Background: an optimization exercise with open tools, aiming at small area. Do not read the settings as production practice. Where RTL was checked, it was by simulation tests only, not by an equivalence proof against the original. The RTL of run 1 was laid out without a check of its function. Power and IR drop assume default switching activity.

### design/flow/design.v
package ex_pkg;
    localparam logic [3:0] ALU_ADD  = 4'd0;
    localparam logic [3:0] ALU_SUB  = 4'd1;
    localparam logic [3:0] ALU_SLL  = 4'd2;
    localparam logic [3:0] ALU_SLT  = 4'd3;
    localparam logic [3:0] ALU_SLTU = 4'd4;
    localparam logic [3:0] ALU_XOR  = 4'd5;
    localparam logic [3:0] ALU_SRL  = 4'd6;
    localparam logic [3:0] ALU_SRA  = 4'd7;
    localparam logic [3:0] ALU_OR   = 4'd8;
    localparam logic [3:0] ALU_AND  = 4'd9;
    localparam logic [5:0] MD_LAST = 6'd33;
endpackage
module muldiv_iter
(
    input  logic [2:0]  op,
    input  logic [31:0] a,
    input  logic [31:0] b,
    input  logic [5:0]  cnt,        
    input  logic [31:0] hi,
    input  logic [31:0] lo,
    output logic [32:0] x,          
    output logic [32:0] y,
    output logic        inv,
    input  logic [32:0] sum,        
    input  logic        co,
    output logic        shift,      
    output logic [31:0] hi_d,       
    output logic [31:0] lo_d        
);
    logic is_div, sgn, a_neg, b_neg, mul_a_sgn, mul_b_sgn;
    logic first, step1, last_step, final_c;
    logic [32:0] y_raw;
    always_comb begin
        first     = (cnt == 6'd0);
        step1     = (cnt == 6'd1);
        last_step = (cnt == 6'd32);
        final_c   = (cnt == ex_pkg::MD_LAST);
        shift     = ~first & ~final_c;
        is_div    = op[2];
        sgn       = ~op[0];
        a_neg     = sgn & a[31];
        b_neg     = sgn & b[31];
        mul_a_sgn = op[1] ^ op[0];            
        mul_b_sgn = ~op[1] & op[0];           
        x     = 33'd0;
        y_raw = 33'd0;
        inv   = 1'b0;
        if (first) begin
            y_raw = is_div ? {1'b0, a} : {1'b0, b};
            inv   = is_div & a_neg;
        end else if (final_c) begin
            if (is_div) begin
                y_raw = op[1] ? {1'b0, hi} : {1'b0, lo};
                inv   = op[1] ? a_neg : (sgn & (a[31] ^ b[31]) & ~(&lo));
            end else begin
                y_raw = (op == 3'd0) ? {1'b0, lo} : {1'b0, hi};
            end
        end else if (is_div) begin
            x     = step1 ? {32'd0, lo[31]} : {hi, lo[31]};
            y_raw = {b_neg, b};
            inv   = ~b_neg;
        end else begin
            x     = step1 ? 33'd0 : {mul_a_sgn & hi[31], hi};
            y_raw = lo[0] ? {mul_a_sgn & a[31], a} : 33'd0;
            inv   = last_step & mul_b_sgn & lo[0];
        end
        y = y_raw ^ {33{inv}};
        if (is_div) begin
            hi_d = co ? sum[31:0] : x[31:0];
            lo_d = {lo[30:0], co};
        end else begin
            hi_d = sum[32:1];
            lo_d = {sum[0], lo[31:1]};
        end
    end
endmodule
module ex_add #(
    parameter int W = 33
) (
    input  logic [W-1:0] a,
    input  logic [W-1:0] b,
    input  logic         ci,
    output logic [W-1:0] s,
    output logic         co,
    output logic [W-1:0] p,
    output logic [W-1:0] g
);
    logic [W-1:0] gg, pp;
    logic [W:0]   c;
    always_comb begin
        p  = a ^ b;
        g  = a & b;
        gg = g;
        pp = p;
        gg[0] = g[0] | (p[0] & ci);
        for (int l = 1; l < W; l = l * 2)
            for (int j = 2 * l - 1; j < W; j = j + 2 * l) begin
                gg[j] = gg[j] | (pp[j] & gg[j-l]);
                pp[j] = pp[j] & pp[j-l];
            end
        for (int l = W / 2; l >= 1; l = l / 2)
            for (int j = 3 * l - 1; j < W; j = j + 2 * l) begin
                gg[j] = gg[j] | (pp[j] & gg[j-l]);
                pp[j] = pp[j] & pp[j-l];
            end
        c  = {gg, ci};
        s  = p ^ c[W-1:0];
        co = c[W];
    end
endmodule
module ex_inc #(
    parameter int W = 30
) (
    input  logic [W-1:0] a,
    output logic [W-1:0] s
);
    logic [W:0] c;
    always_comb begin
        c[0] = 1'b1;
        for (int i = 0; i < W; i++) begin
            s[i]   = a[i] ^ c[i];
            c[i+1] = a[i] & c[i];
        end
    end
endmodule
module ex_cmp (
    input  logic [31:0] a,
    input  logic [31:0] b,
    input  logic        sgn,
    output logic        lt,
    output logic        eq
);
    logic [31:0] l, e;
    always_comb begin
        for (int i = 0; i < 32; i++) begin
            l[i] = ~a[i] & b[i];
            e[i] = ~(a[i] ^ b[i]);
        end
        l[31] = sgn ? (a[31] & ~b[31]) : (~a[31] & b[31]);
        for (int w = 1; w < 32; w = w * 2)
            for (int j = 0; j < 32; j = j + 2 * w) begin
                l[j] = l[j+w] | (e[j+w] & l[j]);
                e[j] = e[j+w] & e[j];
            end
        lt = l[0];
        eq = e[0];
    end
endmodule
module ex_stage
(
    input  logic        clock,
    input  logic        reset,
    input  logic [31:0] d1_in,
    input  logic [31:0] d2_in,
    input  logic [4:0]  rd_in,
    input  logic [31:0] imm_in,
    input  logic [31:0] ctrl_in,
    input  logic [31:0] pc_in,
    output logic        branch,
    output logic [31:0] branch_target,
    output logic        stall,
    output logic [31:0] result_out,
    output logic [31:0] store_data_out,
    output logic [4:0]  rd_out,
    output logic        mem_read_out,
    output logic        mem_write_out,
    output logic        reg_write_out,
    output logic [2:0]  mem_size_out
);
    logic [3:0]  alu_op;
    logic [2:0]  funct3;
    logic        use_imm, br, jal, jalr, lui, auipc, mem_read, mem_write, reg_write;
    logic        muldiv, valid;
    assign alu_op    = ctrl_in[3:0];
    assign funct3    = ctrl_in[6:4];
    assign use_imm   = ctrl_in[7];
    assign br        = ctrl_in[8];
    assign jal       = ctrl_in[9];
    assign jalr      = ctrl_in[10];
    assign lui       = ctrl_in[11];
    assign auipc     = ctrl_in[12];
    assign mem_read  = ctrl_in[13];
    assign mem_write = ctrl_in[14];
    assign reg_write = ctrl_in[15];
    assign muldiv    = ctrl_in[16];
    assign valid     = ctrl_in[31];
    logic [5:0]  cnt_q;
    logic [31:0] res_q, st_q;
    logic [31:0] op_b;
    logic        sub, lt_sgn;
    logic [32:0] ax, ay, sum, p, g;
    logic        ainv, co;
    logic [32:0] md_x, md_y;
    logic        md_inv, md_shift;
    logic [31:0] md_hi_d, md_lo_d;
    assign op_b   = use_imm ? imm_in : d2_in;
    assign sub    = (alu_op == ex_pkg::ALU_SUB) | (alu_op == ex_pkg::ALU_SLT)
                  | (alu_op == ex_pkg::ALU_SLTU);
    assign lt_sgn = (alu_op == ex_pkg::ALU_SLT);
    always_comb begin
        if (muldiv) begin
            ax   = md_x;
            ay   = md_y;
            ainv = md_inv;
        end else begin
            ax   = lui ? 33'd0 : {lt_sgn & d1_in[31], d1_in};
            ay   = {lt_sgn & op_b[31], op_b} ^ {33{sub}};
            ainv = sub;
        end
    end
    ex_add #(.W(33)) u_add (.a(ax), .b(ay), .ci(ainv), .s(sum), .co(co), .p(p), .g(g));
    muldiv_iter u_muldiv (
        .op    (funct3),
        .a     (d1_in),
        .b     (d2_in),
        .cnt   (cnt_q),
        .hi    (st_q),
        .lo    (res_q),
        .x     (md_x),
        .y     (md_y),
        .inv   (md_inv),
        .sum   (sum),
        .co    (co),
        .shift (md_shift),
        .hi_d  (md_hi_d),
        .lo_d  (md_lo_d)
    );
    logic        shl;
    logic [31:0] sh_in, sh_r, sh_out;
    assign shl = (alu_op == ex_pkg::ALU_SLL);
    always_comb begin
        for (int i = 0; i < 32; i++) sh_in[i] = shl ? d1_in[31-i] : d1_in[i];
        sh_r = 32'($signed({(alu_op == ex_pkg::ALU_SRA) & d1_in[31], sh_in}) >>> op_b[4:0]);
        for (int i = 0; i < 32; i++) sh_out[i] = shl ? sh_r[31-i] : sh_r[i];
    end
    logic        lt;
    logic [31:0] alu_c;
    assign lt = sum[32];
    always_comb begin
        case (alu_op)
            ex_pkg::ALU_ADD, ex_pkg::ALU_SUB:  alu_c = sum[31:0];
            ex_pkg::ALU_SLT, ex_pkg::ALU_SLTU: alu_c = {31'd0, lt};
            ex_pkg::ALU_XOR:                   alu_c = p[31:0];
            ex_pkg::ALU_OR:                    alu_c = p[31:0] | g[31:0];
            ex_pkg::ALU_AND:                   alu_c = g[31:0];
            default:                           alu_c = sh_out;
        endcase
    end
    logic        cond, lt_br, eq_br;
    logic [31:0] tgt;
    logic [29:0] pc4_hi;
    logic        tgt_co_unused;
    logic [31:0] tgt_p_unused, tgt_g_unused;
    ex_add #(.W(32)) u_tgt_add (.a(jalr ? d1_in : pc_in), .b(imm_in), .ci(1'b0), .s(tgt),
                                .co(tgt_co_unused), .p(tgt_p_unused), .g(tgt_g_unused));
    ex_inc #(.W(30)) u_pc4 (.a(pc_in[31:2]), .s(pc4_hi));
    ex_cmp u_cmp (.a(d1_in), .b(d2_in), .sgn(~funct3[1]), .lt(lt_br), .eq(eq_br));
    assign cond   = funct3[2] ? (lt_br ^ funct3[0]) : (~funct3[1] & (eq_br ^ funct3[0]));
    assign branch = valid & (jal | jalr | (br & cond));
    assign branch_target = {tgt[31:1], tgt[0] & ~jalr};
    logic [31:0] result_c;
    always_comb begin
        if (jal | jalr)  result_c = {pc4_hi, pc_in[1:0]};
        else if (auipc)  result_c = tgt;
        else             result_c = alu_c;    
    end
    logic [4:0] rd_q;
    logic [2:0] sz_q;
    logic       mr_q, mw_q, rw_q;
    assign stall = valid & muldiv & (cnt_q != ex_pkg::MD_LAST);
    always_ff @(posedge clock) begin
        if (reset) begin
            cnt_q <= 6'd0;
            mr_q  <= 1'b0;
            mw_q  <= 1'b0;
            rw_q  <= 1'b0;
        end else begin
            cnt_q <= stall ? cnt_q + 6'd1 : 6'd0;
            mr_q  <= ~stall & valid & mem_read;
            mw_q  <= ~stall & valid & mem_write;
            rw_q  <= ~stall & valid & reg_write;
        end
    end
    always_ff @(posedge clock) begin
        res_q <= (stall & md_shift) ? md_lo_d : result_c;
        st_q  <= stall ? md_hi_d : d2_in;
        rd_q  <= rd_in;
        sz_q  <= funct3;
    end
    assign result_out     = res_q;
    assign store_data_out = st_q;
    assign rd_out         = rd_q;
    assign mem_read_out   = mr_q;
    assign mem_write_out  = mw_q;
    assign reg_write_out  = rw_q;
    assign mem_size_out   = sz_q;
endmodule
### design/flow/flow/run.sh
#!/bin/bash
# The standard layout, with the smallest buffer (buf_1) on every port
# instead of the default delay buffer; repair upsizes it where needed.
set -euo pipefail
bash standard.sh "BUFFER_PORTS_ARGS=-buffer_cell sky130_fd_sc_hd__buf_1" finish > make_finish.log 2>&1
### design/flow/standard.sh
#!/bin/bash
# synth_recipe.tcl (not shown) runs the flow's synth.tcl, then flattens the netlist and writes it again
# the make line also repeats each setting of config.mk as NAME=value (left out here)
make -C /OpenROAD-flow-scripts/flow DESIGN_CONFIG=/design/flow/config.mk WORK_HOME=/design/flow/orfs CLKGATE_MAP_FILE= SYNTH_SCRIPT=/design/flow/synth_recipe.tcl "${@:-finish}"
### design/flow/config.mk
export PLATFORM = sky130hd
export DESIGN_NAME = ex_stage
export DESIGN_NICKNAME = ex_stage
export VERILOG_FILES = /design/flow/design.v
export SDC_FILE = /design/flow/constraint.sdc
export NUM_CORES = 4
export LEC_CHECK = 0
export CAP_MARGIN = 20
export CORE_MARGIN = 2
export CORE_UTILIZATION = 40
export SLEW_MARGIN = 20
### design/flow/constraint.sdc
create_clock -name core_clock -period 7.0 [get_ports {clock}]
set_input_delay 1.4000 -clock core_clock [delete_from_list [all_inputs] [get_ports {clock}]]
set_output_delay 1.4000 -clock core_clock [all_outputs]
set_load 0.01 [all_outputs]
==> flow_metrics.env, run 1 <==
export IMPL_ys_seq_elements=81
export IMPL_row_count=74
export IMPL_yosys_area_top_type="ha_1"
export IMPL_syn_inst=2175
export IMPL_period_share=1.00
export IMPL_ctsHoldBuffers=0
export IMPL_gp_congestion=1.01
export IMPL_grt_pass1_vias=18500
export IMPL_synthTopCellsByArea="ha_1, mux2i_1, dfxtp_1, mux2_2, nand2_1"
export IMPL_clkPwrFrac=0.172
export IMPL_combPwrFrac=0.647
export IMPL_rsz0062_at_grt="true"
export IMPL_hpwl_um=63100
export IMPL_syn_num_nets=2535
export IMPL_cts_sinks=81
export IMPL_internal_power_w=0.00159
export IMPL_die_x_um=208
export IMPL_worst_path_buf_inv=6
export IMPL_finalWorstSetupSlack_ns=-0.0264
export IMPL_worst_pin_slew_ns=1.11
export IMPL_relSlewSlack=0.260
export IMPL_drv_slew=0
export IMPL_crit_family="compound AO/OA/AOI/OAI gates"
export IMPL_min_period_ns=7.03
export IMPL_drt_total_wl_um=82400
export IMPL_hold_path_class="flop to flop"
export IMPL_post_route_cell_area_sq_um=20600
export IMPL_utilization=0.502
export IMPL_clock_latency_ns=0.40
export IMPL_regArea_sq_um=1620
export IMPL_routed_via_density=6.38
export IMPL_yosys_warnings=6
export IMPL_avgRoutedWirePerCell_um=26.7
export IMPL_cpMostUsedCell="buf_4"
export IMPL_endpoint_kind="flop"
export IMPL_path_class="input port to flop"
export IMPL_nFillCells=4076
export IMPL_fin_worst_skew_ns=0.0181
export IMPL_swShare=0.492
export IMPL_syn2layout_area_growth_pct=23.4
export IMPL_peakVddDrop_uv=140
export IMPL_dieArea_sq_um=43400
export IMPL_grt_pass1_wl_um=119000
export IMPL_leakagePower_nw=8.85
export IMPL_p_switching_w=0.00154
export IMPL_violations="setup timing"
export IMPL_max_freq_ghz=0.142
export IMPL_synth_cell_type_count=76
export IMPL_ant_nets=0
export IMPL_port_buffers=261
export IMPL_synth_top_cell_area_share=0.119
export IMPL_placement_cell_area_sq_um=19700
export IMPL_sequentialPowerShare=0.180
export IMPL_synth_edff_count=0
export IMPL_cts_tree="done"
export IMPL_syn_area_sq_um=16700
export IMPL_crit_arrival_ns=7.34
export IMPL_critPathRequiredTime_ns=7.32
export IMPL_critPathLaunchType="input port"
export IMPL_crit_fanout=7
export IMPL_num_io_pins=276
export IMPL_drt_iter0_markers=2084
export IMPL_drv_cap=0
export IMPL_status="failed layout checks"
export IMPL_fp_dieH_um=208
export IMPL_multi_input_comb_area_sq_um=14400
export IMPL_h_tree_depth=3
export IMPL_first_pass_iters=6
export IMPL_core_area_sq_um=41000
export IMPL_path_clk_slew_ns=0.08
export IMPL_finalHoldViolCount=0
export IMPL_root_buffer="clkbuf_16"
export IMPL_syn_avg_cell_area_sq_um=7.67
export IMPL_cp_slowest_cell="fa_2"
export IMPL_fin_tns_setup_ns=-0.0533
export IMPL_power_density_nw_per_um2=152
export IMPL_grt_max_degree=76
export IMPL_cts_max_path_buffers=2
export IMPL_numCtsBuffers=9
export IMPL_ys_flop_type="dfxtp_1"
export IMPL_ys_async_sr_fraction=0
export IMPL_synth_seq_area_share=0.0972
export IMPL_max_stage_delay_ns=0.44
export IMPL_fin_nets=2910
export IMPL_drc=0
export IMPL_drive_gt1_frac=0.204
export IMPL_num_vias=19700
export IMPL_grt_use_total=0.363
export IMPL_finalSetupViolations=4
export IMPL_start_util=0.407
export IMPL_antenna_found_initial=0
export IMPL_grt_ovfl_total=0
cell usage in the layout, fill, tap and decap left out, types with 14 or more instances in the layout:
| cell | synthesis | routed |
|---|---|---|
| mux4_2 | 26 | 26 |
| nor3_1 | 31 | 27 |
| o211ai_1 | 23 | 23 |
| o21ai_1 | 3 | 41 |
| nand4_1 | 31 | 31 |
| nand3_1 | 29 | 29 |
| a21oi_1 | 142 | 136 |
| nor2_1 | 151 | 147 |
| dfxtp_1 | 81 | 81 |
| nand2_1 | 276 | 276 |
| a31oi_1 | 24 | 24 |
| xnor2_1 | 23 | 22 |
| o21ai_0 | 165 | 123 |
| o22ai_1 | 16 | 15 |
| mux2_2 | 107 | 102 |
| a221oi_1 | 20 | 19 |
| mux2i_1 | 170 | 168 |
| fa_1 | 34 | 29 |
| a21o_1 | 25 | 25 |
| xor2_1 | 80 | 78 |
| ha_1 | 159 | 138 |
| a22oi_1 | 40 | 26 |
| inv_1 | 88 | 85 |
| a311oi_1 | 36 | 34 |
| buf_1 | 22 | 254 |
| a22oi_2 | 0 | 14 |
| a211oi_1 | 57 | 56 |
| buf_4 | 7 | 257 |
| ha_2 | 0 | 16 |
worst register-to-register path, stage by stage, from the launching register on:
cell	delay, ns
dfxtp_1	0.35
nand4_1	0.22
nor4_1	0.53
nand2_1	0.23
a31oi_1	0.32
o22ai_4	0.13
buf_6	0.14
mux2_2	0.28
fa_2	0.42
fa_2	0.42
a21o_1	0.22
a311o_1	0.34
and4_4	0.24
a311oi_2	0.25
buf_4	0.19
o211ai_1	0.09
buf_4	0.19
o41ai_4	0.20
buf_4	0.16
o2111a_2	0.23
nor3_4	0.06
fa_2	0.44
nor3b_4	0.22
buf_12	0.19
buf_12	0.16
a22oi_2	0.09
mux2_4	0.28
o21ai_2	0.10
power groups by stage:
stage               logic, W  registers (W)  clock network [W]
finish               0.00203       0.000564           0.000540
global route         0.00217       0.000569           0.000555
CTS                  0.00192       0.000561           0.000542
detailed placement   0.00189       0.000572                  0
global placement     0.00187       0.000570                  0
floorplan            0.00107       0.000592                  0
repair_timing:
item	4_1_cts	5_1_grt
gates resized for setup	29	114
gates cloned	1	3
endpoints found under the setup margin	36	40
setup buffers	4	13
pin swaps	14	47
hold endpoints to repair	0	0
registers in the layout, indices dropped and copies added, names as in the netlist:
name,count
rw_q,1
cnt_q,6
mr_q,1
st_q,32
sz_q,3
mw_q,1
res_q,32
rd_q,5
final cells by class:
type | count | share of cell area
Antenna cell | 1 | 0.000121
Clock inverter | 7 | 0.00316
Sequential cell | 81 | 0.0787
Multi-Input combinational cell | 1835 | 0.701
Clock buffer | 9 | 0.0109
Timing Repair Buffer | 535 | 0.157
Tap cell | 532 | 0.0323
Inverter | 88 | 0.0165
through the flow:
| stage | power [W] | cells | hold slack (ns) | setup slack [ns] |
|---|---|---|---|---|
| CTS | 0.00302 | 3071 | 0.540 | -0.00290 |
| finish | 0.00313 | 3088 | 0.543 | -0.0264 |
| detailed placement | 0.00246 | 3050 | 0.529 | -0.675 |
| floorplan | 0.00166 | 2175 | 0.476 | 0.0293 |
| global route | 0.00329 | 3087 | 0.570 | -0.238 |
| global placement | 0.00244 | 3050 | 0.512 | -0.631 |
synthesized netlist by cell type, drive strengths merged, types with 23 or more instances:
| library cell | number |
|---|---|
| a21o | 25 |
| inv | 88 |
| mux2i | 170 |
| nand3 | 29 |
| buf | 51 |
| nand4 | 31 |
| a31oi | 24 |
| mux2 | 107 |
| nor2 | 151 |
| fa | 34 |
| xnor2 | 23 |
| o211ai | 23 |
| a22oi | 40 |
| a21oi | 142 |
| mux4 | 34 |
| ha | 159 |
| nand2 | 276 |
| xor2 | 80 |
| clkbuf | 120 |
| dfxtp | 81 |
| a311oi | 36 |
| nor3 | 31 |
| o21ai | 168 |
| a211oi | 57 |
kinds of logic (layout without fill, tap and decap cells):
logic type                 after synthesis  after routing  share of synthesized area
AOI/OAI and AO/OA                      631            631                      0.244
and+or+nand+nor                        597            597                      0.159
muxes                                  311            311                      0.222
buffers and inverters                  259            639                     0.0646
adders and majority gates              193            193                      0.160
xor gates and xnor gates               103            103                     0.0541
DFF                                     81             81                     0.0972
other                                    0              1                          0
path summary, 6_finish.rpt:
kind,slack [ns],cells after the start,startpoint,end
setup / recovery,-0.03,29,ctrl_in[4],st_q[7]$_DFF_P_
hold / removal,0.54,1,cnt_q[0]$_SDFF_PP0_,cnt_q[0]$_SDFF_PP0_
setup reg to reg,0.24,27,res_q[17]$_DFF_P_,st_q[7]$_DFF_P_
hold reg to reg,0.54,1,cnt_q[0]$_SDFF_PP0_,cnt_q[0]$_SDFF_PP0_
metal layers:
layer	share of wire	GRT usage
met1	0.42	0.485
met5	0	0
met3	0.10	0.0812
met4	0.041	0.137
met2	0.44	0.569
==> run 2: changes to the inputs <==
--- a/design/flow/design.v
+++ b/design/flow/design.v
@@ -19,55 +19,57 @@
     input  logic [5:0]  cnt,        
     input  logic [31:0] hi,
     input  logic [31:0] lo,
-    output logic [32:0] x,          
-    output logic [32:0] y,
+    output logic        xs_hi,
+    output logic        xs_hish,
+    output logic        xs_lo31,
+    output logic        x_top,
+    output logic        ys_a,
+    output logic        ys_b,
+    output logic        ys_hi,
+    output logic        ys_lo,
+    output logic        y_top,
     output logic        inv,
     input  logic [32:0] sum,        
     input  logic        co,
+    input  logic [31:0] x_low,      
     output logic        shift,      
     output logic [31:0] hi_d,       
     output logic [31:0] lo_d        
 );
     logic is_div, sgn, a_neg, b_neg, mul_a_sgn, mul_b_sgn;
-    logic first, step1, last_step, final_c;
-    logic [32:0] y_raw;
+    logic first, step1, last_step, final_c, step;
     always_comb begin
         first     = (cnt == 6'd0);
         step1     = (cnt == 6'd1);
         last_step = (cnt == 6'd32);
         final_c   = (cnt == ex_pkg::MD_LAST);
-        shift     = ~first & ~final_c;
+        step      = ~first & ~final_c;
+        shift     = step;
         is_div    = op[2];
         sgn       = ~op[0];
         a_neg     = sgn & a[31];
         b_neg     = sgn & b[31];
         mul_a_sgn = op[1] ^ op[0];            
         mul_b_sgn = ~op[1] & op[0];           
-        x     = 33'd0;
-        y_raw = 33'd0;
-        inv   = 1'b0;
-        if (first) begin
-            y_raw = is_div ? {1'b0, a} : {1'b0, b};
-            inv   = is_div & a_neg;
-        end else if (final_c) begin
-            if (is_div) begin
-                y_raw = op[1] ? {1'b0, hi} : {1'b0, lo};
-                inv   = op[1] ? a_neg : (sgn & (a[31] ^ b[31]) & ~(&lo));
-            end else begin
-                y_raw = (op == 3'd0) ? {1'b0, lo} : {1'b0, hi};
-            end
-        end else if (is_div) begin
-            x     = step1 ? {32'd0, lo[31]} : {hi, lo[31]};
-            y_raw = {b_neg, b};
-            inv   = ~b_neg;
-        end else begin
-            x     = step1 ? 33'd0 : {mul_a_sgn & hi[31], hi};
-            y_raw = lo[0] ? {mul_a_sgn & a[31], a} : 33'd0;
-            inv   = last_step & mul_b_sgn & lo[0];
-        end
-        y = y_raw ^ {33{inv}};
+        xs_hi   = step & ~is_div & ~step1;
+        xs_hish = step & is_div & ~step1;
+        xs_lo31 = step & is_div;
+        x_top   = xs_hish ? hi[31] : (xs_hi & mul_a_sgn & hi[31]);
+        ys_a  = (first & is_div) | (step & ~is_div & lo[0]);
+        ys_b  = (first & ~is_div) | (step & is_div);
+        ys_hi = final_c & (is_div ? op[1] : (op[1:0] != 2'd0));
+        ys_lo = final_c & ~(is_div ? op[1] : (op[1:0] != 2'd0));
+        y_top = step & (is_div ? b_neg : (lo[0] & mul_a_sgn & a[31]));
+        if (first)
+            inv = is_div & a_neg;
+        else if (final_c)
+            inv = is_div & (op[1] ? a_neg : (sgn & (a[31] ^ b[31]) & ~(&lo)));
+        else if (is_div)
+            inv = ~b_neg;
+        else
+            inv = last_step & mul_b_sgn & lo[0];
         if (is_div) begin
-            hi_d = co ? sum[31:0] : x[31:0];
+            hi_d = co ? sum[31:0] : x_low;
             lo_d = {lo[30:0], co};
         end else begin
             hi_d = sum[32:1];
@@ -107,21 +109,6 @@
         c  = {gg, ci};
         s  = p ^ c[W-1:0];
         co = c[W];
-    end
-endmodule
-module ex_inc #(
-    parameter int W = 30
-) (
-    input  logic [W-1:0] a,
-    output logic [W-1:0] s
-);
-    logic [W:0] c;
-    always_comb begin
-        c[0] = 1'b1;
-        for (int i = 0; i < W; i++) begin
-            s[i]   = a[i] ^ c[i];
-            c[i+1] = a[i] & c[i];
-        end
     end
 endmodule
 module ex_cmp (
@@ -188,43 +175,57 @@
     logic [5:0]  cnt_q;
     logic [31:0] res_q, st_q;
     logic [31:0] op_b;
-    logic        sub, lt_sgn;
+    logic        sub, lt_sgn, alu_mode, pc_link, y_alu;
     logic [32:0] ax, ay, sum, p, g;
     logic        ainv, co;
-    logic [32:0] md_x, md_y;
-    logic        md_inv, md_shift;
+    logic        xs_hi, xs_hish, xs_lo31, x_top, ys_a, ys_b, ys_hi, ys_lo, y_top, md_inv;
+    logic        md_shift;
     logic [31:0] md_hi_d, md_lo_d;
-    assign op_b   = use_imm ? imm_in : d2_in;
-    assign sub    = (alu_op == ex_pkg::ALU_SUB) | (alu_op == ex_pkg::ALU_SLT)
-                  | (alu_op == ex_pkg::ALU_SLTU);
-    assign lt_sgn = (alu_op == ex_pkg::ALU_SLT);
-    always_comb begin
-        if (muldiv) begin
-            ax   = md_x;
-            ay   = md_y;
-            ainv = md_inv;
-        end else begin
-            ax   = lui ? 33'd0 : {lt_sgn & d1_in[31], d1_in};
-            ay   = {lt_sgn & op_b[31], op_b} ^ {33{sub}};
-            ainv = sub;
-        end
-    end
-    ex_add #(.W(33)) u_add (.a(ax), .b(ay), .ci(ainv), .s(sum), .co(co), .p(p), .g(g));
+    assign op_b     = use_imm ? imm_in : d2_in;
+    assign sub      = (alu_op == ex_pkg::ALU_SUB) | (alu_op == ex_pkg::ALU_SLT)
+                    | (alu_op == ex_pkg::ALU_SLTU);
+    assign lt_sgn   = (alu_op == ex_pkg::ALU_SLT);
+    assign alu_mode = ~muldiv & ~lui & ~jal & ~jalr;
+    assign pc_link  = ~muldiv & (jal | jalr);      
+    assign y_alu    = ~muldiv & ~jal & ~jalr;      
+    always_comb begin
+        for (int i = 0; i < 32; i++) begin
+            ax[i] = (alu_mode & d1_in[i]) | (pc_link & pc_in[i]) | (muldiv & xs_hi & st_q[i])
+                  | (muldiv & xs_hish & (i == 0 ? res_q[31] & xs_lo31 : st_q[i > 0 ? i-1 : 0]));
+            ay[i] = (y_alu & use_imm & imm_in[i]) | (((y_alu & ~use_imm) | (muldiv & ys_b)) & d2_in[i])
+                  | (muldiv & ys_a & d1_in[i]) | (muldiv & ys_hi & st_q[i]) | (muldiv & ys_lo & res_q[i])
+                  | ((i == 2) & pc_link);
+        end
+        ax[0]  = (alu_mode & d1_in[0]) | (pc_link & pc_in[0]) | (muldiv & xs_hi & st_q[0])
+               | (muldiv & xs_lo31 & res_q[31]);
+        ax[32] = muldiv ? x_top : (alu_mode & lt_sgn & d1_in[31]);
+        ay[32] = muldiv ? y_top : (alu_mode & lt_sgn & op_b[31]);
+        ainv   = muldiv ? md_inv : (alu_mode & sub);
+    end
+    ex_add #(.W(33)) u_add (.a(ax), .b(ay ^ {33{ainv}}), .ci(ainv), .s(sum), .co(co), .p(p), .g(g));
     muldiv_iter u_muldiv (
-        .op    (funct3),
-        .a     (d1_in),
-        .b     (d2_in),
-        .cnt   (cnt_q),
-        .hi    (st_q),
-        .lo    (res_q),
-        .x     (md_x),
-        .y     (md_y),
-        .inv   (md_inv),
-        .sum   (sum),
-        .co    (co),
-        .shift (md_shift),
-        .hi_d  (md_hi_d),
-        .lo_d  (md_lo_d)
+        .op      (funct3),
+        .a       (d1_in),
+        .b       (d2_in),
+        .cnt     (cnt_q),
+        .hi      (st_q),
+        .lo      (res_q),
+        .xs_hi   (xs_hi),
+        .xs_hish (xs_hish),
+        .xs_lo31 (xs_lo31),
+        .x_top   (x_top),
+        .ys_a    (ys_a),
+        .ys_b    (ys_b),
+        .ys_hi   (ys_hi),
+        .ys_lo   (ys_lo),
+        .y_top   (y_top),
+        .inv     (md_inv),
+        .sum     (sum),
+        .co      (co),
+        .x_low   (ax[31:0]),
+        .shift   (md_shift),
+        .hi_d    (md_hi_d),
+        .lo_d    (md_lo_d)
     );
     logic        shl;
     logic [31:0] sh_in, sh_r, sh_out;
@@ -249,21 +250,18 @@
     end
     logic        cond, lt_br, eq_br;
     logic [31:0] tgt;
-    logic [29:0] pc4_hi;
     logic        tgt_co_unused;
     logic [31:0] tgt_p_unused, tgt_g_unused;
     ex_add #(.W(32)) u_tgt_add (.a(jalr ? d1_in : pc_in), .b(imm_in), .ci(1'b0), .s(tgt),
                                 .co(tgt_co_unused), .p(tgt_p_unused), .g(tgt_g_unused));
-    ex_inc #(.W(30)) u_pc4 (.a(pc_in[31:2]), .s(pc4_hi));
     ex_cmp u_cmp (.a(d1_in), .b(d2_in), .sgn(~funct3[1]), .lt(lt_br), .eq(eq_br));
     assign cond   = funct3[2] ? (lt_br ^ funct3[0]) : (~funct3[1] & (eq_br ^ funct3[0]));
     assign branch = valid & (jal | jalr | (br & cond));
     assign branch_target = {tgt[31:1], tgt[0] & ~jalr};
     logic [31:0] result_c;
     always_comb begin
-        if (jal | jalr)  result_c = {pc4_hi, pc_in[1:0]};
-        else if (auipc)  result_c = tgt;
-        else             result_c = alu_c;    
+        if (auipc) result_c = tgt;
+        else       result_c = alu_c;    
     end
     logic [4:0] rd_q;
     logic [2:0] sz_q;
--- a/design/flow/config.mk
+++ b/design/flow/config.mk
@@ -9,3 +9,4 @@
 export CORE_MARGIN = 2
 export CORE_UTILIZATION = 40
 export SLEW_MARGIN = 20
+export SYNTH_HIERARCHICAL = 1
==> run 2 against run 1 <==
Against the previous run:
- now clean on timing, DRC and antenna
- cell count is 21% lower
- count of clock-buffer cells in the layout grew 1
- clock power is 9.4% lower
- via count decreased by 21%
- routed wire length down 20%
==> flow_metrics.env, run 2 <==
export IMPL_status="finished clean"
export IMPL_drive_gt1_frac=0.121
export IMPL_leakagePower_nw=6.52
export IMPL_first_pass_iters=8
export IMPL_finalHoldViolCount=0
export IMPL_post_route_cell_area_sq_um=15700
export IMPL_dpl_worst_slack_ns=0.231
export IMPL_cts_resized=0
export IMPL_globalRoute_busiestLayer="met2"
export IMPL_sequentialPowerShare=0.240
export IMPL_path_class="input port to flop"
export IMPL_relSlewSlack=0.249
export IMPL_placement_cell_area_sq_um=15500
export IMPL_drt_iter0_markers=1825
export IMPL_drv_slew=0
export IMPL_routed_via_density=6.39
export IMPL_fin_worst_skew_ns=0.0119
export IMPL_cts_max_path_buffers=2
export IMPL_syn_area_sq_um=13800
export IMPL_grt_util_met1=0.469
export IMPL_met2_usage=0.569
export IMPL_rsz0062_at_grt="false"
export IMPL_grt_ovfl_total=0
export IMPL_die_x_um=190
export IMPL_endpoint_kind="flop"
export IMPL_max_freq_ghz=0.153
export IMPL_internal_power_w=0.00133
export IMPL_start_util=0.403
export IMPL_grt_pass1_vias=14900
export IMPL_core_area_sq_um=34300
export IMPL_antenna_found_initial=0
export IMPL_h_tree_depth=3
export IMPL_grt_max_degree=57
export IMPL_ctsHoldBuffers=0
export IMPL_grt_pass1_wl_um=96500
export IMPL_dieArea_sq_um=36000
export IMPL_final_cells=2446
export IMPL_power_density_nw_per_um2=167
export IMPL_syn2layout_area_growth_pct=14.0
export IMPL_drv_cap=0
export IMPL_drc=0
export IMPL_fp_dieH_um=190
export IMPL_worst_pin_slew_ns=1.12
export IMPL_use_met3=0.0504
export IMPL_regArea_sq_um=1620
export IMPL_cts_tree="done"
export IMPL_hold_path_class="flop to flop"
export IMPL_avgRoutedWirePerCell_um=26.9
export IMPL_combPwrFrac=0.574
export IMPL_port_buffers=261
export IMPL_clock_latency_ns=0.37
export IMPL_yosys_warnings=11
export IMPL_most_common_layout_cells="nand2_1, buf_1, a21oi_1, nor2_1, mux2i_1"
export IMPL_crit_fanout=31
export IMPL_finalSetupViolations=0
export IMPL_ant_nets=0
export IMPL_cts_sinks=81
export IMPL_row_count=68
export IMPL_layout_commonest_cell="nand2_1"
export IMPL_top_regs="res_q (32), st_q (32), cnt_q (6)"
export IMPL_hpwl_um=51600
export IMPL_swShare=0.493
export IMPL_syn_avg_cell_area_sq_um=7.78
export IMPL_grt_use_total=0.359
export IMPL_cts_setup_buffers=0
export IMPL_critPathRequiredTime_ns=7.24
export IMPL_place_inst=2430
export IMPL_finalWorstSetupSlack_ns=0.474
export IMPL_path_clk_slew_ns=0.07
export IMPL_peakVddDrop_uv=127
export IMPL_crit_arrival_ns=6.77
export IMPL_fin_tns_setup_ns=0
export IMPL_fin_nets=2286
export IMPL_gp_congestion=1.05
export IMPL_syn_num_nets=2075
export IMPL_diodes=0
export IMPL_clkPwrFrac=0.186
export IMPL_numCtsBuffers=9
export IMPL_period_share=0.932
export IMPL_critPathLaunchType="input port"
export IMPL_num_vias=15600
export IMPL_multi_input_comb_area_sq_um=11400
export IMPL_root_buffer="clkbuf_16"
export IMPL_num_io_pins=276
export IMPL_p_switching_w=0.00129
export IMPL_drt_total_wl_um=65900
export IMPL_nFillCells=3547
export IMPL_p_total_w=0.00262
export IMPL_min_period_ns=6.53
export IMPL_syn_inst=1775
[run 2: path summary, 6_finish.rpt]
kind | depth (start not counted) | end | slack [ns] | from
hold / removal | 2 | cnt_q[2]$_SDFF_PP0_ | 0.62 | cnt_q[2]$_SDFF_PP0_
setup reg to reg | 23 | res_q[22]$_DFF_P_ | 0.55 | res_q[14]$_DFF_P_
setup / recovery | 23 | res_q[22]$_DFF_P_ | 0.47 | ctrl_in[4]
hold reg to reg | 2 | cnt_q[2]$_SDFF_PP0_ | 0.62 | cnt_q[2]$_SDFF_PP0_
[run 2: routing by layer]
| metal | vias up | routed length, um |
|---|---|---|
| li1 | 7025 | - |
| met1 | 7531 | 26600 |
| met2 | 923 | 29300 |
| met3 | 147 | 5860 |
| met4 | 0 | 4100 |
| met5 | - | 0 |
[run 2: per-stage QoR]
stage | util | hold slack, ns
2_1_floorplan | - | 0.563
3_3_place_gp | 0.451 | 0.588
3_5_place_dp | 0.451 | 0.602
4_1_cts | 0.459 | 0.618
5_1_grt | 0.459 | 0.644
6_report | 0.459 | 0.623
[run 2: critical path: stages]
cell and delay, ns:
buf_1 0.17, inv_1 0.09, ha_1 0.20, mux2_2 0.28
nor2b_1 0.13, and2_1 0.17, buf_4 0.28, a221o_1 0.40
a21oi_1 0.15, xor2_1 0.13, fa_1 0.48, a211o_1 0.38
a211oi_4 0.34, nor4_4 0.12, nor4_2 0.30, o31ai_1 0.16
fa_1 0.50, a221o_1 0.34, a21oi_1 0.15, nor3_1 0.07
a21oi_1 0.14, o41ai_1 0.08, or3_1 0.31
[run 2: power by group through the flow]
stage	Combinational, W	Clock (W)	Sequential (W)
6_report	0.00151	0.000489	0.000630
5_1_grt	0.00162	0.000511	0.000633
4_1_cts	0.00148	0.000498	0.000624
3_5_place_dp	0.00147	0	0.000634
3_3_place_gp	0.00145	0	0.000635
2_1_floorplan	0.000908	0	0.000618
[run 2: final cells by class]
| cell class | instances | share of cell area |
|---|---|---|
| inverters | 95 | 0.0227 |
| multi-input cells | 1474 | 0.725 |
| well taps | 455 | 0.0362 |
| clock inverters | 6 | 0.00215 |
| repair buffers | 325 | 0.0963 |
| flip-flops and latches | 81 | 0.103 |
| clock buffers | 10 | 0.0152 |
==> run 3: changes to the inputs <==
--- a/design/flow/design.v
+++ b/design/flow/design.v
@@ -182,9 +182,9 @@
     logic        md_shift;
     logic [31:0] md_hi_d, md_lo_d;
     assign op_b     = use_imm ? imm_in : d2_in;
-    assign sub      = (alu_op == ex_pkg::ALU_SUB) | (alu_op == ex_pkg::ALU_SLT)
+    assign sub      = br | (alu_op == ex_pkg::ALU_SUB) | (alu_op == ex_pkg::ALU_SLT)
                     | (alu_op == ex_pkg::ALU_SLTU);
-    assign lt_sgn   = (alu_op == ex_pkg::ALU_SLT);
+    assign lt_sgn   = br ? ~funct3[1] : (alu_op == ex_pkg::ALU_SLT);
     assign alu_mode = ~muldiv & ~lui & ~jal & ~jalr;
     assign pc_link  = ~muldiv & (jal | jalr);      
     assign y_alu    = ~muldiv & ~jal & ~jalr;      
@@ -254,7 +254,8 @@
     logic [31:0] tgt_p_unused, tgt_g_unused;
     ex_add #(.W(32)) u_tgt_add (.a(jalr ? d1_in : pc_in), .b(imm_in), .ci(1'b0), .s(tgt),
                                 .co(tgt_co_unused), .p(tgt_p_unused), .g(tgt_g_unused));
-    ex_cmp u_cmp (.a(d1_in), .b(d2_in), .sgn(~funct3[1]), .lt(lt_br), .eq(eq_br));
+    assign lt_br = sum[32];
+    assign eq_br = &p[31:0];
     assign cond   = funct3[2] ? (lt_br ^ funct3[0]) : (~funct3[1] & (eq_br ^ funct3[0]));
     assign branch = valid & (jal | jalr | (br & cond));
     assign branch_target = {tgt[31:1], tgt[0] & ~jalr};
--- a/design/flow/config.mk
+++ b/design/flow/config.mk
@@ -5,6 +5,7 @@
 export SDC_FILE = /design/flow/constraint.sdc
 export NUM_CORES = 4
 export LEC_CHECK = 0
+export ABC_AREA = 1
 export CAP_MARGIN = 20
 export CORE_MARGIN = 2
 export CORE_UTILIZATION = 40
==> run 3 against run 2 <==
Against the previous run:
- sequential cell count unchanged
- register-to-register slack better by 1.3 ns
- power rose by 1.9%
- synthesized cell count increased by 30%
- non-clock buffer count increased by 24
- utilization rose by 1.0 points
- routed wire length grew 5.8%
- worst hold slack worse by 0.077 ns
- largest power group unchanged
==> flow_metrics.env, run 3 <==
export IMPL_cts_sinks=81
export IMPL_power_density_nw_per_um2=175
export IMPL_top_regs="res_q (32), st_q (32), cnt_q (6)"
export IMPL_hp_start="cnt_q[3]$_SDFF_PP0_"
export IMPL_hold_slack_ns=0.547
export IMPL_fp_dieH_um=186
export IMPL_drive_gt1_frac=0.0679
export IMPL_cts_max_path_buffers=2
export IMPL_dieArea_sq_um=34600
export IMPL_path_clk_slew_ns=0.07
export IMPL_peakVddDrop_uv=104
export IMPL_ant_nets=0
export IMPL_relSlewSlack=0.267
export IMPL_drt_total_wl_um=69700
export IMPL_finalSetupViolations=0
export IMPL_port_buffers=261
export IMPL_crit_fanout=27
export IMPL_syn_num_nets=2583
export IMPL_path_class="input port to output pin"
export IMPL_post_route_cell_area_sq_um=15300
export IMPL_place_inst=2971
export IMPL_min_period_ns=6.72
export IMPL_worstSetupStartpoint="ctrl_in[5]"
export IMPL_cpMostUsedCell="nand2_1"
export IMPL_routed_via_density=5.87
export IMPL_syn2layout_area_growth_pct=15.4
export IMPL_final_cells=2993
export IMPL_fin_tns_setup_ns=0
export IMPL_fin_worst_skew_ns=0.0136
export IMPL_rsz0062_at_grt="false"
export IMPL_numCtsBuffers=9
export IMPL_multi_input_comb_area_sq_um=10200
export IMPL_grt_ovfl_total=0
export IMPL_syn_avg_cell_area_sq_um=5.71
export IMPL_nFillCells=3649
export IMPL_avgRoutedWirePerCell_um=23.3
export IMPL_rr_startpoint="cnt_q[5]$_SDFF_PP0_"
export IMPL_drc=0
export IMPL_leakagePower_nw=7.05
export IMPL_h_tree_depth=3
export IMPL_fin_nets=2808
export IMPL_yosys_warnings=10
export IMPL_drv_cap=0
export IMPL_syn_area_sq_um=13200
export IMPL_max_stage_delay_ns=0.42
export IMPL_syn_inst=2316
export IMPL_die_x_um=186
export IMPL_hold_path_class="flop to flop"
export IMPL_core_area_sq_um=32500
export IMPL_endpoint_kind="output pin"
export IMPL_grt_pass1_wl_um=101000
export IMPL_period_share=0.960
export IMPL_most_common_layout_cells="nand2_1, nand3_1, buf_1, inv_1, o21ai_0"
export IMPL_placement_cell_area_sq_um=14900
export IMPL_cts_tree="done"
export IMPL_hpwl_um=55500
export IMPL_antenna_found_initial=7
export IMPL_drt_iter0_markers=2187
export IMPL_cts_setup_buffers=0
export IMPL_start_util=0.407
export IMPL_num_vias=17600
export IMPL_drv_slew=0
export IMPL_worst_pin_slew_ns=1.10
export IMPL_grt_max_degree=70
export IMPL_max_freq_ghz=0.149
export IMPL_finalHoldViolCount=0
export IMPL_layout_commonest_cell="nand2_1"
export IMPL_num_io_pins=276
export IMPL_crit_arrival_ns=5.32
export IMPL_critPathLaunchType="input port"
export IMPL_grt_use_total=0.399
export IMPL_first_pass_iters=6
export IMPL_status="finished clean"
export IMPL_cp_slowest_cell="fa_1"
export IMPL_root_buffer="clkbuf_16"
export IMPL_clock_latency_ns=0.37
export IMPL_critPathRequiredTime_ns=5.60
export IMPL_row_count=66
export IMPL_worst_path_buf_inv=7
export IMPL_grt_pass1_vias=16200
export IMPL_crit_family="compound AO/OA/AOI/OAI gates"
export IMPL_regArea_sq_um=1620
export IMPL_gp_congestion=1.10
-- run 3: where the power goes --
part           switching (W)  total (W)  internal [W]
registers           0.000124   0.000650      0.000526
clock network       0.000232   0.000504      0.000271
logic                0.00103    0.00152      0.000494
-- run 3: timing repair --
action,in CTS,in global routing
gates resized for setup,2,22
pin swaps,0,2
endpoints found under the setup margin,1,1
hold buffers,0,0
-- run 3: cell type report --
class	instances	share of cell area
diodes	5	0.000819
clock buffers	13	0.0177
clock inverters	3	0.00139
inverters	249	0.0612
multi-input cells	1851	0.666
flip-flops and latches	81	0.106
well taps	442	0.0362
repair buffers	349	0.111
-- run 3: stage by stage --
stage | worst slack, ns | power (W) | util
after floorplan | 0.419 | 0.00152 | -
after global placement | -0.0186 | 0.00210 | 0.457
after detailed placement | -0.00309 | 0.00211 | 0.457
after CTS | 0.145 | 0.00261 | 0.466
after global routing | 0.00247 | 0.00283 | 0.469
final | 0.279 | 0.00267 | 0.469
-- run 3: layer usage --
metal,vias up,track usage,wire [um]
met5,-,0,27
met4,4,0.205,3820
met3,180,0.103,7950
met2,1031,0.582,28900
met1,8183,0.538,29000
li1,8178,-,-
-- run 3: path summary, 6_finish.rpt --
kind,cells after the start,to,slack (ns)
worst max-delay path,30,branch,0.28
worst min-delay path,2,cnt_q[3]$_SDFF_PP0_,0.55
worst max register to register,38,res_q[23]$_DFF_P_,1.87
worst min register to register,2,cnt_q[3]$_SDFF_PP0_,0.55
-- run 3: worst min-delay path, stage by stage (launching register included) --
cell and delay (ns):
dfxtp_1 0.36, nand2_1 0.08, a21oi_1 0.06
==> run 4: changes to the inputs <==
--- a/design/flow/design.v
+++ b/design/flow/design.v
@@ -109,29 +109,6 @@
         c  = {gg, ci};
         s  = p ^ c[W-1:0];
         co = c[W];
-    end
-endmodule
-module ex_cmp (
-    input  logic [31:0] a,
-    input  logic [31:0] b,
-    input  logic        sgn,
-    output logic        lt,
-    output logic        eq
-);
-    logic [31:0] l, e;
-    always_comb begin
-        for (int i = 0; i < 32; i++) begin
-            l[i] = ~a[i] & b[i];
-            e[i] = ~(a[i] ^ b[i]);
-        end
-        l[31] = sgn ? (a[31] & ~b[31]) : (~a[31] & b[31]);
-        for (int w = 1; w < 32; w = w * 2)
-            for (int j = 0; j < 32; j = j + 2 * w) begin
-                l[j] = l[j+w] | (e[j+w] & l[j]);
-                e[j] = e[j+w] & e[j];
-            end
-        lt = l[0];
-        eq = e[0];
     end
 endmodule
 module ex_stage
@@ -228,25 +205,11 @@
         .lo_d    (md_lo_d)
     );
     logic        shl;
-    logic [31:0] sh_in, sh_r, sh_out;
+    logic [31:0] sh_in, sh_r;
     assign shl = (alu_op == ex_pkg::ALU_SLL);
     always_comb begin
         for (int i = 0; i < 32; i++) sh_in[i] = shl ? d1_in[31-i] : d1_in[i];
         sh_r = 32'($signed({(alu_op == ex_pkg::ALU_SRA) & d1_in[31], sh_in}) >>> op_b[4:0]);
-        for (int i = 0; i < 32; i++) sh_out[i] = shl ? sh_r[31-i] : sh_r[i];
-    end
-    logic        lt;
-    logic [31:0] alu_c;
-    assign lt = sum[32];
-    always_comb begin
-        case (alu_op)
-            ex_pkg::ALU_ADD, ex_pkg::ALU_SUB:  alu_c = sum[31:0];
-            ex_pkg::ALU_SLT, ex_pkg::ALU_SLTU: alu_c = {31'd0, lt};
-            ex_pkg::ALU_XOR:                   alu_c = p[31:0];
-            ex_pkg::ALU_OR:                    alu_c = p[31:0] | g[31:0];
-            ex_pkg::ALU_AND:                   alu_c = g[31:0];
-            default:                           alu_c = sh_out;
-        endcase
     end
     logic        cond, lt_br, eq_br;
     logic [31:0] tgt;
@@ -254,20 +217,33 @@
     logic [31:0] tgt_p_unused, tgt_g_unused;
     ex_add #(.W(32)) u_tgt_add (.a(jalr ? d1_in : pc_in), .b(imm_in), .ci(1'b0), .s(tgt),
                                 .co(tgt_co_unused), .p(tgt_p_unused), .g(tgt_g_unused));
-    assign lt_br = sum[32];
+    logic lt;
+    assign lt    = sum[32];
+    assign lt_br = lt;
     assign eq_br = &p[31:0];
     assign cond   = funct3[2] ? (lt_br ^ funct3[0]) : (~funct3[1] & (eq_br ^ funct3[0]));
     assign branch = valid & (jal | jalr | (br & cond));
     assign branch_target = {tgt[31:1], tgt[0] & ~jalr};
-    logic [31:0] result_c;
-    always_comb begin
-        if (auipc) result_c = tgt;
-        else       result_c = alu_c;    
-    end
     logic [4:0] rd_q;
     logic [2:0] sz_q;
     logic       mr_q, mw_q, rw_q;
     assign stall = valid & muldiv & (cnt_q != ex_pkg::MD_LAST);
+    logic        r_md, r_sum, r_lt, r_p, r_g, r_srl, r_sll, r_tgt;
+    logic [31:0] res_d;
+    always_comb begin
+        r_md  = stall & md_shift;
+        r_tgt = ~r_md & auipc;
+        r_sum = ~r_md & ~auipc & (alu_op == ex_pkg::ALU_ADD || alu_op == ex_pkg::ALU_SUB);
+        r_lt  = ~r_md & ~auipc & (alu_op == ex_pkg::ALU_SLT || alu_op == ex_pkg::ALU_SLTU);
+        r_p   = ~r_md & ~auipc & (alu_op == ex_pkg::ALU_XOR || alu_op == ex_pkg::ALU_OR);
+        r_g   = ~r_md & ~auipc & (alu_op == ex_pkg::ALU_AND || alu_op == ex_pkg::ALU_OR);
+        r_srl = ~r_md & ~auipc & (alu_op == ex_pkg::ALU_SRL || alu_op == ex_pkg::ALU_SRA);
+        r_sll = ~r_md & ~auipc & shl;
+        for (int i = 0; i < 32; i++)
+            res_d[i] = (r_md & md_lo_d[i]) | (r_tgt & tgt[i]) | (r_sum & sum[i]) | (r_p & p[i])
+                     | (r_g & g[i]) | (r_srl & sh_r[i]) | (r_sll & sh_r[31-i]);
+        res_d[0] = res_d[0] | (r_lt & lt);
+    end
     always_ff @(posedge clock) begin
         if (reset) begin
             cnt_q <= 6'd0;
@@ -282,7 +258,7 @@
         end
     end
     always_ff @(posedge clock) begin
-        res_q <= (stall & md_shift) ? md_lo_d : result_c;
+        res_q <= res_d;
         st_q  <= stall ? md_hi_d : d2_in;
         rd_q  <= rd_in;
         sz_q  <= funct3;
--- a/design/flow/config.mk
+++ b/design/flow/config.mk
@@ -9,5 +9,6 @@
 export CAP_MARGIN = 20
 export CORE_MARGIN = 2
 export CORE_UTILIZATION = 40
+export GPL_TIMING_DRIVEN = 0
 export SLEW_MARGIN = 20
 export SYNTH_HIERARCHICAL = 1
==> run 4 against run 3 <==
Against the previous run:
- setup slack worse by 0.30 ns
- critical endpoint unchanged
- register-to-register slack worse by 0.38 ns
- design area is 2.5% higher
- critical path type unchanged
- die area is 0.27% lower
- first-iteration DRC count is 21% higher
- now fails the layout checks on setup timing
- cell count is 0.97% higher
- sequential power is 3.8% higher
==> flow_metrics.env, run 4 <==
export IMPL_fin_tns_setup_ns=-0.0216
export IMPL_cts_tree="done"
export IMPL_leakagePower_nw=6.95
export IMPL_root_buffer="clkbuf_16"
export IMPL_path_class="input port to output pin"
export IMPL_multi_input_comb_area_sq_um=10300
export IMPL_nFillCells=3693
export IMPL_cpMostUsedCell="nand2_2"
export IMPL_grt_pass1_wl_um=113000
export IMPL_peakVddDrop_uv=123
export IMPL_relSlewSlack=0.133
export IMPL_place_inst=2973
export IMPL_num_vias=18700
export IMPL_syn2layout_area_growth_pct=18.6
export IMPL_ant_nets=0
export IMPL_final_cells=3022
export IMPL_violations="setup timing"
export IMPL_grt_ovfl_total=0
export IMPL_h_tree_depth=3
export IMPL_max_freq_ghz=0.142
export IMPL_drt_total_wl_um=80100
export IMPL_yosys_warnings=10
export IMPL_cp_slowest_cell="fa_1"
export IMPL_finalWorstSetupSlack_ns=-0.0216
export IMPL_status="failed layout checks"
export IMPL_regArea_sq_um=1620
export IMPL_crit_fanout=10
export IMPL_syn_num_nets=2539
export IMPL_endpoint_kind="output pin"
export IMPL_period_share=1.00
export IMPL_cts_max_path_buffers=2
export IMPL_drv_cap=0
export IMPL_max_stage_delay_ns=0.46
export IMPL_drt_iter0_markers=2644
export IMPL_path_clk_slew_ns=0.07
export IMPL_drc=0
export IMPL_layout_commonest_cell="nand2_1"
export IMPL_most_common_layout_cells="nand2_1, nand3_1, buf_1, inv_1, nor2_1"
export IMPL_wl_met2_um=32300
export IMPL_hold_path_class="flop to flop"
export IMPL_core_area_sq_um=32500
export IMPL_rsz0062_at_grt="true"
export IMPL_top_layer="met5"
export IMPL_drive_gt1_frac=0.100
export IMPL_worst_pin_slew_ns=1.29
export IMPL_port_buffers=259
export IMPL_dpl_worst_slack_ns=-1.20
export IMPL_finalSetupViolations=1
export IMPL_fp_dieH_um=186
export IMPL_top_regs="res_q (32), st_q (32), cnt_q (6)"
export IMPL_min_period_ns=7.02
export IMPL_critPathRequiredTime_ns=5.60
export IMPL_start_util=0.406
export IMPL_syn_area_sq_um=13200
export IMPL_met1Wirelength_um=30900
export IMPL_post_route_cell_area_sq_um=15700
export IMPL_first_pass_iters=6
export IMPL_grt_use_total=0.458
export IMPL_placement_cell_area_sq_um=14700
export IMPL_syn_inst=2272
export IMPL_crit_arrival_ns=5.62
export IMPL_antenna_found_initial=3
export IMPL_die_x_um=186
export IMPL_hpwl_um=65000
export IMPL_finalHoldViolCount=0
export IMPL_power_density_nw_per_um2=180
export IMPL_cts_sinks=81
export IMPL_gp_congestion=1.06
export IMPL_clock_latency_ns=0.39
export IMPL_route_met3_wl_um=9540
export IMPL_grt_pass1_vias=17600
export IMPL_critPathLaunchType="input port"
export IMPL_drv_slew=0
export IMPL_row_count=66
export IMPL_routed_via_density=6.17
export IMPL_numCtsBuffers=9
export IMPL_grt_max_degree=15
export IMPL_avgRoutedWirePerCell_um=26.5
export IMPL_dieArea_sq_um=34500
export IMPL_fin_nets=2841
export IMPL_syn_avg_cell_area_sq_um=5.81
export IMPL_fin_worst_skew_ns=0.0158
export IMPL_num_io_pins=276
export IMPL_hold_slack_ns=0.539
==> run 4: final timing paths <==
path,from,end,slack (ns),depth (start not counted)
worst max-delay path,ctrl_in[2],branch,-0.02,29
worst min-delay path,cnt_q[0]$_SDFF_PP0_,cnt_q[0]$_SDFF_PP0_,0.54,1
worst max register to register,cnt_q[5]$_SDFF_PP0_,st_q[30]$_DFF_P_,1.49,33
worst min register to register,cnt_q[0]$_SDFF_PP0_,cnt_q[0]$_SDFF_PP0_,0.54,1
==> run 4: per-layer routing <==
layer	vias to the layer above	track usage
li1	8250	-
met1	8631	0.574
met2	1418	0.673
met3	351	0.110
met4	2	0.357
met5	-	0
==> run 4: metrics by stage <==
stage	power (W)	utilization
2_1_floorplan	0.00150	-
6_report	0.00282	0.481
4_1_cts	0.00271	0.471
3_3_place_gp	0.00212	0.453
3_5_place_dp	0.00213	0.453
5_1_grt	0.00294	0.481
==> run 4: repair_timing <==
item,4_1_cts,5_1_grt
endpoints found under the setup margin,1,1
pin swaps,6,21
gates resized for setup,61,60
buffers inserted,16,16
hold buffers,0,0
==> run 4: power by group <==
group | internal (W) | switching [W]
logic | 0.000498 | 0.00109
registers | 0.000527 | 0.000149
clock network | 0.000314 | 0.000246
total | 0.00134 | 0.00148
==> run 4: area by class of cell <==
cell class / instances / share of cell area
diodes: 1 / 0.000160
plain buffers: 134 / 0.0483
inverters: 212 / 0.0516
clock inverters: 6 / 0.00575
flip-flops and latches: 81 / 0.104
multi-input cells: 1845 / 0.661
well taps: 442 / 0.0353
clock buffers: 10 / 0.0146
repair buffers: 291 / 0.0799
==> run 4: critical path: cells and delay by family <==
kind                     cells  cell delay (ns)
AO/OA/AOI/OAI                6             0.79
adder cells (fa/ha/maj)      3             1.03
buffers and inverters        9             1.20
AND/OR/NAND/NOR             11             1.18
==> run 5: changes to the inputs <==
--- a/design/flow/design.v
+++ b/design/flow/design.v
@@ -152,7 +152,7 @@
     logic [5:0]  cnt_q;
     logic [31:0] res_q, st_q;
     logic [31:0] op_b;
-    logic        sub, lt_sgn, alu_mode, pc_link, y_alu;
+    logic        sub, lt_sgn, alu_mode, x_pc, pc_link, y_alu;
     logic [32:0] ax, ay, sum, p, g;
     logic        ainv, co;
     logic        xs_hi, xs_hish, xs_lo31, x_top, ys_a, ys_b, ys_hi, ys_lo, y_top, md_inv;
@@ -162,18 +162,19 @@
     assign sub      = br | (alu_op == ex_pkg::ALU_SUB) | (alu_op == ex_pkg::ALU_SLT)
                     | (alu_op == ex_pkg::ALU_SLTU);
     assign lt_sgn   = br ? ~funct3[1] : (alu_op == ex_pkg::ALU_SLT);
-    assign alu_mode = ~muldiv & ~lui & ~jal & ~jalr;
+    assign alu_mode = ~muldiv & ~lui & ~jal & ~jalr & ~auipc;
+    assign x_pc     = ~muldiv & (jal | jalr | auipc);
     assign pc_link  = ~muldiv & (jal | jalr);      
     assign y_alu    = ~muldiv & ~jal & ~jalr;      
     always_comb begin
         for (int i = 0; i < 32; i++) begin
-            ax[i] = (alu_mode & d1_in[i]) | (pc_link & pc_in[i]) | (muldiv & xs_hi & st_q[i])
+            ax[i] = (alu_mode & d1_in[i]) | (x_pc & pc_in[i]) | (muldiv & xs_hi & st_q[i])
                   | (muldiv & xs_hish & (i == 0 ? res_q[31] & xs_lo31 : st_q[i > 0 ? i-1 : 0]));
             ay[i] = (y_alu & use_imm & imm_in[i]) | (((y_alu & ~use_imm) | (muldiv & ys_b)) & d2_in[i])
                   | (muldiv & ys_a & d1_in[i]) | (muldiv & ys_hi & st_q[i]) | (muldiv & ys_lo & res_q[i])
                   | ((i == 2) & pc_link);
         end
-        ax[0]  = (alu_mode & d1_in[0]) | (pc_link & pc_in[0]) | (muldiv & xs_hi & st_q[0])
+        ax[0]  = (alu_mode & d1_in[0]) | (x_pc & pc_in[0]) | (muldiv & xs_hi & st_q[0])
                | (muldiv & xs_lo31 & res_q[31]);
         ax[32] = muldiv ? x_top : (alu_mode & lt_sgn & d1_in[31]);
         ay[32] = muldiv ? y_top : (alu_mode & lt_sgn & op_b[31]);
@@ -228,19 +229,18 @@
     logic [2:0] sz_q;
     logic       mr_q, mw_q, rw_q;
     assign stall = valid & muldiv & (cnt_q != ex_pkg::MD_LAST);
-    logic        r_md, r_sum, r_lt, r_p, r_g, r_srl, r_sll, r_tgt;
+    logic        r_md, r_sum, r_lt, r_p, r_g, r_srl, r_sll;
     logic [31:0] res_d;
     always_comb begin
         r_md  = stall & md_shift;
-        r_tgt = ~r_md & auipc;
-        r_sum = ~r_md & ~auipc & (alu_op == ex_pkg::ALU_ADD || alu_op == ex_pkg::ALU_SUB);
-        r_lt  = ~r_md & ~auipc & (alu_op == ex_pkg::ALU_SLT || alu_op == ex_pkg::ALU_SLTU);
-        r_p   = ~r_md & ~auipc & (alu_op == ex_pkg::ALU_XOR || alu_op == ex_pkg::ALU_OR);
-        r_g   = ~r_md & ~auipc & (alu_op == ex_pkg::ALU_AND || alu_op == ex_pkg::ALU_OR);
-        r_srl = ~r_md & ~auipc & (alu_op == ex_pkg::ALU_SRL || alu_op == ex_pkg::ALU_SRA);
-        r_sll = ~r_md & ~auipc & shl;
+        r_sum = ~r_md & (alu_op == ex_pkg::ALU_ADD || alu_op == ex_pkg::ALU_SUB);
+        r_lt  = ~r_md & (alu_op == ex_pkg::ALU_SLT || alu_op == ex_pkg::ALU_SLTU);
+        r_p   = ~r_md & (alu_op == ex_pkg::ALU_XOR || alu_op == ex_pkg::ALU_OR);
+        r_g   = ~r_md & (alu_op == ex_pkg::ALU_AND || alu_op == ex_pkg::ALU_OR);
+        r_srl = ~r_md & (alu_op == ex_pkg::ALU_SRL || alu_op == ex_pkg::ALU_SRA);
+        r_sll = ~r_md & shl;
         for (int i = 0; i < 32; i++)
-            res_d[i] = (r_md & md_lo_d[i]) | (r_tgt & tgt[i]) | (r_sum & sum[i]) | (r_p & p[i])
+            res_d[i] = (r_md & md_lo_d[i]) | (r_sum & sum[i]) | (r_p & p[i])
                      | (r_g & g[i]) | (r_srl & sh_r[i]) | (r_sll & sh_r[31-i]);
         res_d[0] = res_d[0] | (r_lt & lt);
     end
--- a/design/flow/config.mk
+++ b/design/flow/config.mk
@@ -9,6 +9,5 @@
 export CAP_MARGIN = 20
 export CORE_MARGIN = 2
 export CORE_UTILIZATION = 40
-export GPL_TIMING_DRIVEN = 0
 export SLEW_MARGIN = 20
 export SYNTH_HIERARCHICAL = 1
==> run 5 against run 4 <==
Against the previous run:
- now clean on timing, DRC and antenna
- sequential cell count stayed put
- cell count decreased by 6.4%
- critical path depth grew 5
- combinational power is 11% lower
- via count decreased by 9.0%
- fmax up 3.6%
- utilization is 0.63 points higher
- critical path type unchanged
- critical endpoint unchanged
- largest cell class unchanged
- largest power group unchanged
==> flow_metrics.env, run 5 <==
export IMPL_status="finished clean"
export IMPL_relSlewSlack=0.252
export IMPL_drt_total_wl_um=66300
export IMPL_start_util=0.409
export IMPL_critPathLaunchType="input port"
export IMPL_drive_gt1_frac=0.0921
export IMPL_drv_slew=0
export IMPL_endpoint_kind="output pin"
export IMPL_yosys_warnings=10
export IMPL_num_io_pins=276
export IMPL_grt_use_total=0.392
export IMPL_utilization=0.487
export IMPL_root_buffer="clkbuf_16"
export IMPL_hpwl_um=53600
export IMPL_syn_area_sq_um=12600
export IMPL_critPathRequiredTime_ns=5.60
export IMPL_met1Wirelength_um=27300
export IMPL_dieArea_sq_um=32900
export IMPL_most_common_layout_cells="nand2_1, nand3_1, buf_1, inv_1, o21ai_0"
export IMPL_leakagePower_nw=6.82
export IMPL_cts_sinks=81
export IMPL_finalSetupViolations=0
export IMPL_syn_inst=2154
export IMPL_core_area_sq_um=30700
export IMPL_worst_path_buf_inv=9
export IMPL_routed_via_density=6.00
export IMPL_layout_commonest_cell="nand2_1"
export IMPL_syn_avg_cell_area_sq_um=5.84
export IMPL_finalHoldViolCount=0
export IMPL_fin_worst_skew_ns=0.0157
export IMPL_max_stage_delay_ns=0.53
export IMPL_drv_cap=0
export IMPL_max_freq_ghz=0.147
export IMPL_crit_fanout=25
export IMPL_grt_pass1_wl_um=97000
export IMPL_hp_start="cnt_q[0]$_SDFF_PP0_"
export IMPL_peakVddDrop_uv=117
export IMPL_rr_startpoint="cnt_q[5]$_SDFF_PP0_"
export IMPL_clock_latency_ns=0.37
export IMPL_p_total_w=0.00251
export IMPL_worst_pin_slew_ns=1.12
export IMPL_drc=0
export IMPL_die_x_um=181
export IMPL_avgRoutedWirePerCell_um=23.5
export IMPL_gp_congestion=1.00
export IMPL_ant_nets=0
export IMPL_antenna_found_initial=2
export IMPL_cp_slowest_cell="fa_1"
export IMPL_grt_ovfl_total=0
export IMPL_fp_dieH_um=181
export IMPL_num_vias=17000
export IMPL_min_period_ns=6.78
export IMPL_crit_arrival_ns=5.38
export IMPL_h_tree_depth=3
export IMPL_place_inst=2807
export IMPL_final_cells=2828
export IMPL_crit_family="adder cells"
export IMPL_syn2layout_area_growth_pct=19.2
export IMPL_worstSetupStartpoint="ctrl_in[4]"
export IMPL_nFillCells=3337
export IMPL_grt_max_degree=66
export IMPL_drt_iter0_markers=2434
export IMPL_wl_met2_um=27500
export IMPL_power_density_nw_per_um2=168
export IMPL_port_buffers=261
export IMPL_syn_num_nets=2421
export IMPL_period_share=0.969
export IMPL_top_layer="met5"
export IMPL_hold_path_class="flop to flop"
export IMPL_row_count=64
export IMPL_path_class="input port to output pin"
export IMPL_grt_pass1_vias=15300
export IMPL_cpMostUsedCell="nand2_1"
export IMPL_cts_tree="done"
export IMPL_route_met3_wl_um=8270
export IMPL_diodes=0
export IMPL_path_clk_slew_ns=0.07
export IMPL_top_regs="res_q (32), st_q (32), cnt_q (6)"
export IMPL_cts_max_path_buffers=2
export IMPL_fin_nets=2694
export IMPL_first_pass_iters=7
export IMPL_numCtsBuffers=9
run 5: per-layer routing:
layer | vias up | track usage
li1 | 7807 | -
met1 | 7862 | 0.541
met2 | 1123 | 0.583
met3 | 182 | 0.0849
met4 | 4 | 0.175
met5 | - | 0
run 5: where the power goes:
| group | internal [W] | switching (W) |
|---|---|---|
| clock network | 0.000249 | 0.000245 |
| registers | 0.000514 | 0.0000931 |
| logic | 0.000485 | 0.000925 |
| total | 0.00125 | 0.00126 |
run 5: final cells by class:
class | count | area, sq um | share of cell area
clock buffer | 9 | 225 | 0.0150
clock inverter | 7 | 60.1 | 0.00401
inverter | 195 | 732 | 0.0488
multi-input combinational | 1758 | 9830 | 0.656
sequential | 81 | 1620 | 0.108
tap | 396 | 495 | 0.0331
timing repair buffer | 382 | 2030 | 0.135
run 5: final timing paths:
path | end | slack (ns) | cells after the start
setup reg to reg | res_q[23]$_DFF_P_ | 1.99 | 31
setup / recovery | branch | 0.22 | 34
hold reg to reg | cnt_q[0]$_SDFF_PP0_ | 0.53 | 1
hold / removal | cnt_q[0]$_SDFF_PP0_ | 0.53 | 1
run 5: through the flow:
step	setup WS, ns	hold WS (ns)	area, sq um	setup TNS (ns)
after floorplan	0.395	0.477	12600	0
after global placement	-0.00439	0.506	14500	-0.00439
after detailed placement	-0.0425	0.524	14500	-0.0425
after CTS	0.00542	0.539	14800	0
after global routing	-0.0237	0.570	15000	-0.0237
final	0.220	0.529	15000	0
run 5: worst register-to-register path: cells and delay by family, from the launching register on:
family	cells	cell delay [ns]
XOR/XNOR	2	0.34
AO/OA/AOI/OAI	4	0.97
buffers and inverters	5	0.67
AND/OR/NAND/NOR	18	1.81
flip-flops	1	0.39
adder cells (fa/ha/maj)	2	0.72
run 5: timing repair:
action	4_1_cts	5_1_grt
resized for setup	2	44
buffers inserted	0	4
pin swaps	0	7
hold buffers	0	0
endpoints found under the setup margin	1	1

==> afterwards: timing with drivers on the ports <==
No port has a modelled driver above. Below, the same layouts with a new extraction and two added sets of constraints.
Step 1, drivers: a clkbuf_16 drives clock and a buf_2 each remaining input, both assumed.
Step 2, shift: input delay + t, output delay - t, t = (earliest + latest rising clock arrival at the registers) / 2. This alone moves slack from input paths to output paths.
a / b / c = ideal / step 1 / step 2; a / b = the first two.
| run | t, ns | setup WS [ns] | hold slack, ns | clock arrival spread, ns | worst data-port slew with drivers (ns) |
|---|---|---|---|---|---|
| run 1 | 0.444 | -0.026 / -0.011 / -0.455 | 0.543 / 0.543 / 0.543 | 0.018 / 0.018 | 0.09 |
| run 2 | 0.412 | 0.474 / 0.495 / 0.083 | 0.623 / 0.623 / 0.623 | 0.011 / 0.012 | 0.04 |
| run 3 | 0.419 | 0.279 / 0.259 / 0.259 | 0.547 / 0.547 / 0.547 | 0.014 / 0.014 | 0.10 |
| run 4 | 0.436 | -0.022 / -0.048 / -0.048 | 0.539 / 0.539 / 0.539 | 0.015 / 0.015 | 0.06 |
| run 5 | 0.410 | 0.220 / 0.197 / 0.197 | 0.529 / 0.529 / 0.529 | 0.016 / 0.016 | 0.09 |
The setup slack of run 1, which loses most, moves by +0.015 ns with the drivers and by -0.429 ns with both steps.
